From an optimization exercise on the open Yosys and OpenROAD flow, aimed at small area, a short achievable clock period and few clock cycles per item; shortcuts taken in it are not production practice. RTL that was checked went through simulation tests only; none was proved equivalent to the original. Power figures rest on the tool's default switching activity, not on a simulated workload. The flow treats the clock pin as an ideal source, which a real chip does not have.

## trial 41
// data_memory_responder
module data_memory_responder #(
  parameter int DATA_WIDTH = dmem_pkg::DMEM_DATA_WIDTH,
  parameter int ADDR_WIDTH = dmem_pkg::DMEM_ADDR_WIDTH,
  parameter int DEPTH = dmem_pkg::DMEM_DEPTH
) (
  input  logic                  CLK,
  input  logic                  RESET,
  input  logic                  Req_Valid_IN,
  output logic                  Req_Ready_OUT,
  input  logic                  Req_Write_IN,
  input  logic [ADDR_WIDTH-1:0] Req_Address_IN,
  input  logic [DATA_WIDTH-1:0] Req_Data_IN,
  output logic                  Resp_Valid_OUT,
  input  logic                  Resp_Ready_IN,
  output logic [DATA_WIDTH-1:0] Resp_Data_OUT,
  output logic                  Resp_Error_OUT,
  output logic                  Busy_OUT
);
Size in the first run: ~5,100 cells after synthesis, ~2,700 flip-flops, roughly 95,000 µm² of cells after synthesis.
==> flow/config.mk <==
export PLATFORM = sky130hd
export DESIGN_NAME = data_memory_responder
export DESIGN_NICKNAME = data_memory_responder
export VERILOG_FILES = /design/flow/design.v
export SDC_FILE = /design/flow/constraint.sdc
export NUM_CORES = 4
export LEC_CHECK = 0
export CAP_MARGIN = 20
export CORE_MARGIN = 2
export CORE_UTILIZATION = 40
export CTS_BUF_LIST = sky130_fd_sc_hd__clkbuf_16
export CTS_CLUSTER_DIAMETER = 100
export CTS_CLUSTER_SIZE = 30
export SETUP_SLACK_MARGIN = 2.0
export SLEW_MARGIN = 20
export SYNTH_HIERARCHICAL = 1
export SYNTH_MINIMUM_KEEP_SIZE = 0
==> flow/constraint.sdc <==
create_clock -name core_clock -period 5.0 [get_ports {CLK}]
set_input_delay 1.0000 -clock core_clock [delete_from_list [all_inputs] [get_ports {CLK}]]
set_output_delay 1.0000 -clock core_clock [all_outputs]
set_load 0.01 [all_outputs]
run.sh (not shown) runs the stock make flow with config.mk's settings and CLKGATE_MAP_FILE= SYNTH_SCRIPT=/design/flow/synth_recipe.tcl, a recipe that flattens the netlist after the stock synthesis.
Testbench counts of trial 41, summed over its fixed seeds: cycles 24,016, items 24,000.
Inputs modified between trial 41 and build 86:
# trial 41
export LEC_CHECK = 0
export CAP_MARGIN = 20
export CORE_MARGIN = 2
export CORE_UTILIZATION = 40
export CTS_BUF_LIST = sky130_fd_sc_hd__clkbuf_16
export CTS_CLUSTER_DIAMETER = 100
export CTS_CLUSTER_SIZE = 30
export SETUP_SLACK_MARGIN = 2.0
export SLEW_MARGIN = 20
export SYNTH_HIERARCHICAL = 1
export SYNTH_MINIMUM_KEEP_SIZE = 0
create_clock -name core_clock -period 5.0 [get_ports {CLK}]
# build 86
export LEC_CHECK = 0
export CAP_MARGIN = 20
export CORE_MARGIN = 2
export CORE_UTILIZATION = 40
export CTS_BUF_LIST = sky130_fd_sc_hd__clkbuf_16
export CTS_CLUSTER_DIAMETER = 100
export CTS_CLUSTER_SIZE = 30
export SETUP_SLACK_MARGIN = 2.5
export SLEW_MARGIN = 20
export SYNTH_HIERARCHICAL = 1
export SYNTH_MINIMUM_KEEP_SIZE = 0
create_clock -name core_clock -period 5.0 [get_ports {CLK}]
--- outcome ---
Re cell depth of the worst min-delay path: no difference whatsoever between trial 41 and build 86. The quantity of I/O buffers inserted on ports was comparable across build 86 and trial 41. Via count of the routed design: higher on build 86. On routed wire length: between build 86 and trial 41, it ends up higher for build 86. Build 86 against trial 41: global-route total usage across every layer went up by 0.17 points, combinational power moved up. Between build 86 and trial 41, the difference in worst hold slack is negligible. Number of I/O pins: trial 41 vs build 86 identical. Detailed-routed wire length on met3, build 86 vs trial 41: up by a few percent.

* * *

## red
Another version of the RTL of data_memory_responder (not shown whole).
==> flow/config.mk <==
export PLATFORM = sky130hd
export DESIGN_NAME = data_memory_responder
export DESIGN_NICKNAME = data_memory_responder
export VERILOG_FILES = /design/flow/design.v
export SDC_FILE = /design/flow/constraint.sdc
export NUM_CORES = 4
export LEC_CHECK = 0
export CAP_MARGIN = 5
export CORE_MARGIN = 2
export CORE_UTILIZATION = 40
export CTS_BUF_LIST = sky130_fd_sc_hd__clkbuf_16
export CTS_CLUSTER_DIAMETER = 100
export CTS_CLUSTER_SIZE = 30
export SETUP_SLACK_MARGIN = 2.7
export SLEW_MARGIN = 5
export SYNTH_HIERARCHICAL = 1
export SYNTH_MINIMUM_KEEP_SIZE = 0
==> flow/constraint.sdc <==
create_clock -name core_clock -period 5.0 [get_ports {CLK}]
set_input_delay 1.0000 -clock core_clock [delete_from_list [all_inputs] [get_ports {CLK}]]
set_output_delay 1.0000 -clock core_clock [all_outputs]
set_load 0.01 [all_outputs]
standard.sh (not shown) runs the stock make flow with config.mk's settings and CLKGATE_MAP_FILE= SYNTH_SCRIPT=/design/flow/synth_recipe.tcl, a recipe that flattens the netlist after the stock synthesis.
==> flow/flow/run.sh <==
#!/bin/bash
# Layout flow: the standard flow (standard.sh, with the standard synthesis), changed in
# three ways:
#  - the ports get sky130_fd_sc_hd__buf_4 buffers instead of the delay buffers that
#    buffer_ports picks by default;
#  - after placement, each flip-flop that drives an output port only through the port's
#    buffer is moved next to that buffer (flow/move_outputs.tcl), then placement is legalized;
#  - clock-tree synthesis runs with the clustering and buffer settings from config.mk but
#    without dummy loads.
# Each ORFS step's full log is in orfs/logs/<platform>/data_memory_responder/base/; make's own output goes to
# standard_place.log and standard.log here, the move step's to move_outputs.log.
set -euo pipefail
export BUFFER_PORTS_ARGS="-buffer_cell sky130_fd_sc_hd__buf_4"
export CTS_ARGS="-sink_clustering_enable -repair_clock_nets -sink_clustering_size 30 -sink_clustering_max_diameter 100 -buf_list sky130_fd_sc_hd__clkbuf_16 -dont_use_dummy_load"
bash standard.sh place > standard_place.log 2>&1
R=orfs/results/${FLOW_PLATFORM}/data_memory_responder/base
IN_ODB=$R/3_place.odb OUT_ODB=$R/3_place.odb openroad -no_init -exit flow/move_outputs.tcl > move_outputs.log 2>&1
bash standard.sh > standard.log 2>&1
Other scripts of this flow, unchanged in this note and not shown: flow/flow/move_outputs.tcl
red finished end to end and its layout was clean on timing, DRC and antenna.
Testbench counts of red, summed over its fixed seeds: cycles 24,024, items 24,000.
## Diff of input files: blue against red
# red
export LEC_CHECK = 0
export CAP_MARGIN = 5
export CORE_MARGIN = 2
export CORE_UTILIZATION = 40
export CTS_BUF_LIST = sky130_fd_sc_hd__clkbuf_16
export CTS_CLUSTER_DIAMETER = 100
export CTS_CLUSTER_SIZE = 30
export SETUP_SLACK_MARGIN = 2.7
export SLEW_MARGIN = 5
export SYNTH_HIERARCHICAL = 1
export SYNTH_MINIMUM_KEEP_SIZE = 0
create_clock -name core_clock -period 5.0 [get_ports {CLK}]
# blue
export LEC_CHECK = 0
export CAP_MARGIN = 5
export CORE_MARGIN = 2
export CORE_UTILIZATION = 40
export CTS_BUF_LIST = sky130_fd_sc_hd__clkbuf_16
export CTS_CLUSTER_DIAMETER = 70
export CTS_CLUSTER_SIZE = 20
export SETUP_SLACK_MARGIN = 2.7
export SLEW_MARGIN = 5
export SYNTH_HIERARCHICAL = 1
export SYNTH_MINIMUM_KEEP_SIZE = 0
create_clock -name core_clock -period 5.0 [get_ports {CLK}]
-- flow/flow/run.sh --
<<< red, line 13
export BUFFER_PORTS_ARGS="-buffer_cell sky130_fd_sc_hd__buf_4"
export CTS_ARGS="-sink_clustering_enable -repair_clock_nets -sink_clustering_size 30 -sink_clustering_max_diameter 100 -buf_list sky130_fd_sc_hd__clkbuf_16 -dont_use_dummy_load"
bash standard.sh place > standard_place.log 2>&1
>>> blue, line 13
export BUFFER_PORTS_ARGS="-buffer_cell sky130_fd_sc_hd__buf_4"
export CTS_ARGS="-sink_clustering_enable -repair_clock_nets -sink_clustering_size 20 -sink_clustering_max_diameter 70 -buf_list sky130_fd_sc_hd__clkbuf_16 -dont_use_dummy_load"
bash standard.sh place > standard_place.log 2>&1
==> notes.md <==
Diff red -> blue: fraction of layout cells with a size suffix above 1 saw an increase, number of filler cells placed in the layout saw a decrease, first-iteration DRC count saw a decrease, final period demand of the worst path saw an increase.
Compared blue against red; sequential cell area within noise.
Looking at blue and red, the area after detailed placement is a wash.
blue falls short of red in setup slack.
NOTE: wire length of the first global-routing pass in blue exceeds that of red
red → blue: routed wire length climbed about 0.9%, internal power higher, count of clock-buffer cells in the layout shows an increase of 58%.
Setup changes, blue to green
# blue
export LEC_CHECK = 0
export CAP_MARGIN = 5
export CORE_MARGIN = 2
export CORE_UTILIZATION = 40
export CTS_BUF_LIST = sky130_fd_sc_hd__clkbuf_16
export CTS_CLUSTER_DIAMETER = 70
export CTS_CLUSTER_SIZE = 20
export SETUP_SLACK_MARGIN = 2.7
export SLEW_MARGIN = 5
export SYNTH_HIERARCHICAL = 1
export SYNTH_MINIMUM_KEEP_SIZE = 0
create_clock -name core_clock -period 5.0 [get_ports {CLK}]
# green
export LEC_CHECK = 0
export CAP_MARGIN = 20
export CORE_MARGIN = 2
export CORE_UTILIZATION = 40
export CTS_BUF_LIST = sky130_fd_sc_hd__clkbuf_16
export CTS_CLUSTER_DIAMETER = 100
export CTS_CLUSTER_SIZE = 30
export SETUP_SLACK_MARGIN = 2.7
export SLEW_MARGIN = 20
export SYNTH_HIERARCHICAL = 1
export SYNTH_MINIMUM_KEEP_SIZE = 0
create_clock -name core_clock -period 5.0 [get_ports {CLK}]
-- flow/flow/run.sh --
<<< blue, line 13
export BUFFER_PORTS_ARGS="-buffer_cell sky130_fd_sc_hd__buf_4"
export CTS_ARGS="-sink_clustering_enable -repair_clock_nets -sink_clustering_size 20 -sink_clustering_max_diameter 70 -buf_list sky130_fd_sc_hd__clkbuf_16 -dont_use_dummy_load"
bash standard.sh place > standard_place.log 2>&1
>>> green, line 13
export BUFFER_PORTS_ARGS="-buffer_cell sky130_fd_sc_hd__buf_4"
export CTS_ARGS="-sink_clustering_enable -repair_clock_nets -sink_clustering_size 30 -sink_clustering_max_diameter 100 -buf_list sky130_fd_sc_hd__clkbuf_16 -dont_use_dummy_load"
bash standard.sh place > standard_place.log 2>&1
Results
Resp_Valid_OUT as the worst setup path endpoint was reported by blue, and Resp_Data_OUT[5] by green.
A slowest cell on the critical path of sky130_fd_sc_hd__edfxtp_1 is what green shows, while sky130_fd_sc_hd__dfrtp_1 belongs to blue.
Power in the clock group: green better than blue
Diff blue..green | number of buffers on the longest clock path | unchanged
green: wire length of the first global-routing pass is 3.6 mm lower than what blue reported.
Between blue and green, total CTS buffers decreased.
Setup changes, green to orange
# green
export LEC_CHECK = 0
export CAP_MARGIN = 20
export CORE_MARGIN = 2
export CORE_UTILIZATION = 40
export CTS_BUF_LIST = sky130_fd_sc_hd__clkbuf_16
export CTS_CLUSTER_DIAMETER = 100
export CTS_CLUSTER_SIZE = 30
export SETUP_SLACK_MARGIN = 2.7
export SLEW_MARGIN = 20
export SYNTH_HIERARCHICAL = 1
export SYNTH_MINIMUM_KEEP_SIZE = 0
create_clock -name core_clock -period 5.0 [get_ports {CLK}]
# orange
export LEC_CHECK = 0
export CAP_MARGIN = 5
export CORE_MARGIN = 2
export CORE_UTILIZATION = 40
export CTS_BUF_LIST = sky130_fd_sc_hd__clkbuf_8 sky130_fd_sc_hd__clkbuf_16
export CTS_CLUSTER_DIAMETER = 100
export CTS_CLUSTER_SIZE = 30
export SETUP_SLACK_MARGIN = 2.7
export SLEW_MARGIN = 5
export SYNTH_HIERARCHICAL = 1
export SYNTH_MINIMUM_KEEP_SIZE = 0
create_clock -name core_clock -period 5.0 [get_ports {CLK}]
-- flow/flow/run.sh --
<<< green, line 13
export BUFFER_PORTS_ARGS="-buffer_cell sky130_fd_sc_hd__buf_4"
export CTS_ARGS="-sink_clustering_enable -repair_clock_nets -sink_clustering_size 30 -sink_clustering_max_diameter 100 -buf_list sky130_fd_sc_hd__clkbuf_16 -dont_use_dummy_load"
bash standard.sh place > standard_place.log 2>&1
>>> orange, line 13
export BUFFER_PORTS_ARGS="-buffer_cell sky130_fd_sc_hd__buf_4"
export CTS_ARGS="-sink_clustering_enable -repair_clock_nets -sink_clustering_size 30 -sink_clustering_max_diameter 100 -buf_list {sky130_fd_sc_hd__clkbuf_8 sky130_fd_sc_hd__clkbuf_16} -dont_use_dummy_load"
bash standard.sh place > standard_place.log 2>&1
--- outcome ---
orange was carried through to the last stage, and its layout satisfied the timing, DRC and antenna checks.
green completed every stage of the flow, and the final layout passed the timing, DRC and antenna checks.
Of the two values seen for worst-path cell with the longest stage delay, sky130_fd_sc_hd__dfrtp_1 was produced by orange and sky130_fd_sc_hd__edfxtp_1 by green.
orange vs. green: worst IR drop on VDD went down by 0.055 mV.
| count of non-filler cells in the finished layout | orange vs green | ≈ equal |
Count of fill cells added during filler insertion: orange vs green — no meaningful difference
The final standard cell area without fillers on orange is in line with that on green.
Internal power of the cells of green is on par with orange.
Going from green to orange, fraction of met2 tracks used by global routing fell 0.26 points; per-cell routed wire length about even.
orange -> green: fraction of the core area covered by cells at the end of the flow flat
[compare] base=green new=orange: die boundary width essentially unchanged, fraction of final layout cells with drive strength greater than 1 increased 0.27 points.

* * *

## main
Another version of the RTL of data_memory_responder (not shown whole).
Size in the first run: ~5,200 cells after synthesis, roughly 39 I/O pins.
==> flow/config.mk <==
export PLATFORM = sky130hd
export DESIGN_NAME = data_memory_responder
export DESIGN_NICKNAME = data_memory_responder
export VERILOG_FILES = /design/flow/design.v
export SDC_FILE = /design/flow/constraint.sdc
export NUM_CORES = 4
export LEC_CHECK = 0
export CAP_MARGIN = 20
export CORE_MARGIN = 2
export CORE_UTILIZATION = 40
export CTS_BUF_LIST = sky130_fd_sc_hd__clkbuf_16
export CTS_CLUSTER_DIAMETER = 100
export CTS_CLUSTER_SIZE = 30
export SETUP_SLACK_MARGIN = 2.65
export SLEW_MARGIN = 20
export SYNTH_HIERARCHICAL = 1
export SYNTH_MINIMUM_KEEP_SIZE = 0
==> flow/constraint.sdc <==
create_clock -name core_clock -period 5.0 [get_ports {CLK}]
set_input_delay 1.0000 -clock core_clock [delete_from_list [all_inputs] [get_ports {CLK}]]
set_output_delay 1.0000 -clock core_clock [all_outputs]
set_load 0.01 [all_outputs]
==> flow/flow/run.sh <==
#!/bin/bash
# Layout flow: the standard flow (standard.sh, with the standard synthesis), changed in
# three ways:
#  - the ports get sky130_fd_sc_hd__buf_4 buffers instead of the delay buffers that
#    buffer_ports picks by default;
#  - after placement, each flip-flop that drives an output port only through the port's
#    buffer is moved next to that buffer (flow/move_outputs.tcl), then placement is legalized;
#  - clock-tree synthesis runs with the clustering and buffer settings from config.mk but
#    without dummy loads.
# Each ORFS step's full log is in orfs/logs/<platform>/data_memory_responder/base/; make's own output goes to
# standard_place.log and standard.log here, the move step's to move_outputs.log.
set -euo pipefail
export BUFFER_PORTS_ARGS="-buffer_cell sky130_fd_sc_hd__buf_4"
export CTS_ARGS="-sink_clustering_enable -repair_clock_nets -sink_clustering_size 30 -sink_clustering_max_diameter 100 -buf_list sky130_fd_sc_hd__clkbuf_16 -dont_use_dummy_load"
bash standard.sh place > standard_place.log 2>&1
R=orfs/results/${FLOW_PLATFORM}/data_memory_responder/base
IN_ODB=$R/3_place.odb OUT_ODB=$R/3_place.odb openroad -no_init -exit flow/move_outputs.tcl > move_outputs.log 2>&1
bash standard.sh > standard.log 2>&1
==> flow/flow/move_outputs.tcl <==
# Place each flip-flop that drives an output port only through that port's buffer right next
# to the buffer (on the die edge), then legalize the placement.
read_db $::env(IN_ODB)
set block [ord::get_db_block]
set moved 0
foreach bt [$block getBTerms] {
  if {[$bt getIoType] != "OUTPUT"} { continue }
  set net [$bt getNet]
  set buf ""
  foreach it [$net getITerms] { if {[$it isOutputSignal]} { set buf [$it getInst] } }
  if {$buf == ""} { continue }
  set n2 ""
  foreach it [$buf getITerms] { if {[$it isInputSignal]} { set n2 [$it getNet] } }
  if {$n2 == "" || [llength [$n2 getITerms]] != 2} { continue }
  set drv ""
  foreach it [$n2 getITerms] { if {[$it isOutputSignal]} { set drv [$it getInst] } }
  if {$drv == "" || ![string match "*df*" [[$drv getMaster] getName]]} { continue }
  lassign [$buf getLocation] bx by
  puts "move [$drv getName] from [$drv getLocation] to $bx $by ([$bt getName])"
  $drv setLocation $bx $by
  incr moved
}
puts "moved $moved"
detailed_placement
check_placement -verbose
write_db $::env(OUT_ODB)
The following lists how the feature branch was set up differently from main:
==> flow/flow/move_outputs.tcl <==
# Place the flip-flop behind each output port right next to the port's buffer, then legalize
# the placement. From the buffer, the script walks back through single-input cells (buffers,
# inverters) that drive nothing else, moving each next to the buffer too, until it reaches a
# flip-flop whose output drives at most two other pins; it moves that flip-flop as well.
read_db $::env(IN_ODB)
set block [ord::get_db_block]
set moved 0
proc driver_of {net} {
  foreach it [$net getITerms] { if {[$it isOutputSignal]} { return [$it getInst] } }
  return ""
}
proc inputs_of {inst} {
  set nets {}
  foreach it [$inst getITerms] {
    if {[$it isInputSignal] && [$it getNet] != "NULL"} { lappend nets [$it getNet] }
  }
  return $nets
}
foreach bt [$block getBTerms] {
  if {[$bt getIoType] != "OUTPUT"} { continue }
  set buf [driver_of [$bt getNet]]
  if {$buf == ""} { continue }
  lassign [$buf getLocation] bx by
  set cur $buf
  set chain {}
  for {set i 0} {$i < 4} {incr i} {
    set ins [inputs_of $cur]
    if {[llength $ins] != 1} { break }
    set n [lindex $ins 0]
    set drv [driver_of $n]
    if {$drv == ""} { break }
    set master [[$drv getMaster] getName]
    set loads [expr {[llength [$n getITerms]] - 1}]
    if {[string match "*__df*" $master] || [string match "*__edf*" $master]} {
      if {$loads <= 3} {
        foreach c $chain { $c setLocation $bx $by; incr moved }
        puts "move [$drv getName] ($master) from [$drv getLocation] to $bx $by for [$bt getName], through [llength $chain] cells"
        $drv setLocation $bx $by
        incr moved
      }
      break
    }
    if {$loads != 1} { break }
    lappend chain $drv
    set cur $drv
  }
}
puts "moved $moved"
detailed_placement
check_placement -verbose
write_db $::env(OUT_ODB)
--- outcome ---
On wire length of the first global-routing pass, main and the feature branch are basically level. For share of the core filled with cells in the final layout, main and the feature branch come out practically identical. On switching fraction of total power, main and the feature branch are neck and neck. From main to the feature branch the numbers moved as follows: routed wire length comparable; minimum period implied by the final worst setup slack increased by 0.028 ns relative to the old numbers.
Function was not checked in any run of this note: the RTL went through the layout flow alone.

[what the ideal ports hide]
The results above use ideal ports. As a check the final layouts listed here were re-extracted and re-timed, cells and wires unchanged. Step 1, drivers: a clkbuf_16 drives CLK and a buf_2 each remaining input, both assumed. Step 2 adds t to the input delays and takes it off the output delays; t is the mean of the earliest and latest rising clock arrival at the registers after step 1. Input paths then give back, and output paths get back, about the clock's delay inside the block. Slacks: ideal / step 1 / step 2; pairs: ideal / step 1.
| run | shift t [ns] | slack for setup (ns) | hold WS [ns] | worst register clock-pin slew, ns | worst data-port slew with drivers (ns) |
|---|---|---|---|---|---|
| trial 41 | 0.881 | 1.930 / 1.930 / 1.411 | 0.465 / 0.465 / 0.465 | 0.12 / 0.12 | 0.04 |
| build 86 | 0.884 | 2.031 / 2.031 / 1.614 | 0.465 / 0.465 / 0.465 | 0.12 / 0.12 | 0.04 |
| red | 0.860 | 2.638 / 2.541 / 2.288 | 0.107 / 0.034 / 0.431 | 0.12 / 0.12 | 0.22 |
| blue | 0.909 | 2.596 / 2.503 / 2.216 | 0.064 / -0.004 / 0.431 | 0.09 / 0.09 | 0.20 |
| green | 0.865 | 2.629 / 2.529 / 2.280 | 0.109 / 0.035 / 0.431 | 0.12 / 0.12 | 0.20 |
| orange | 0.860 | 2.638 / 2.541 / 2.288 | 0.107 / 0.034 / 0.431 | 0.12 / 0.12 | 0.22 |
| main | 0.876 | 2.432 / 2.432 / 2.322 | 0.102 / 0.030 / 0.448 | 0.12 / 0.12 | 0.22 |
| the feature branch | 0.877 | 2.403 / 2.403 / 2.384 | 0.101 / 0.028 / 0.454 | 0.12 / 0.12 | 0.22 |
After both steps setup and hold are still met in every run listed. The setup slack of trial 41, which loses most, moves by 0.000 ns with the drivers and by -0.519 ns with both steps.
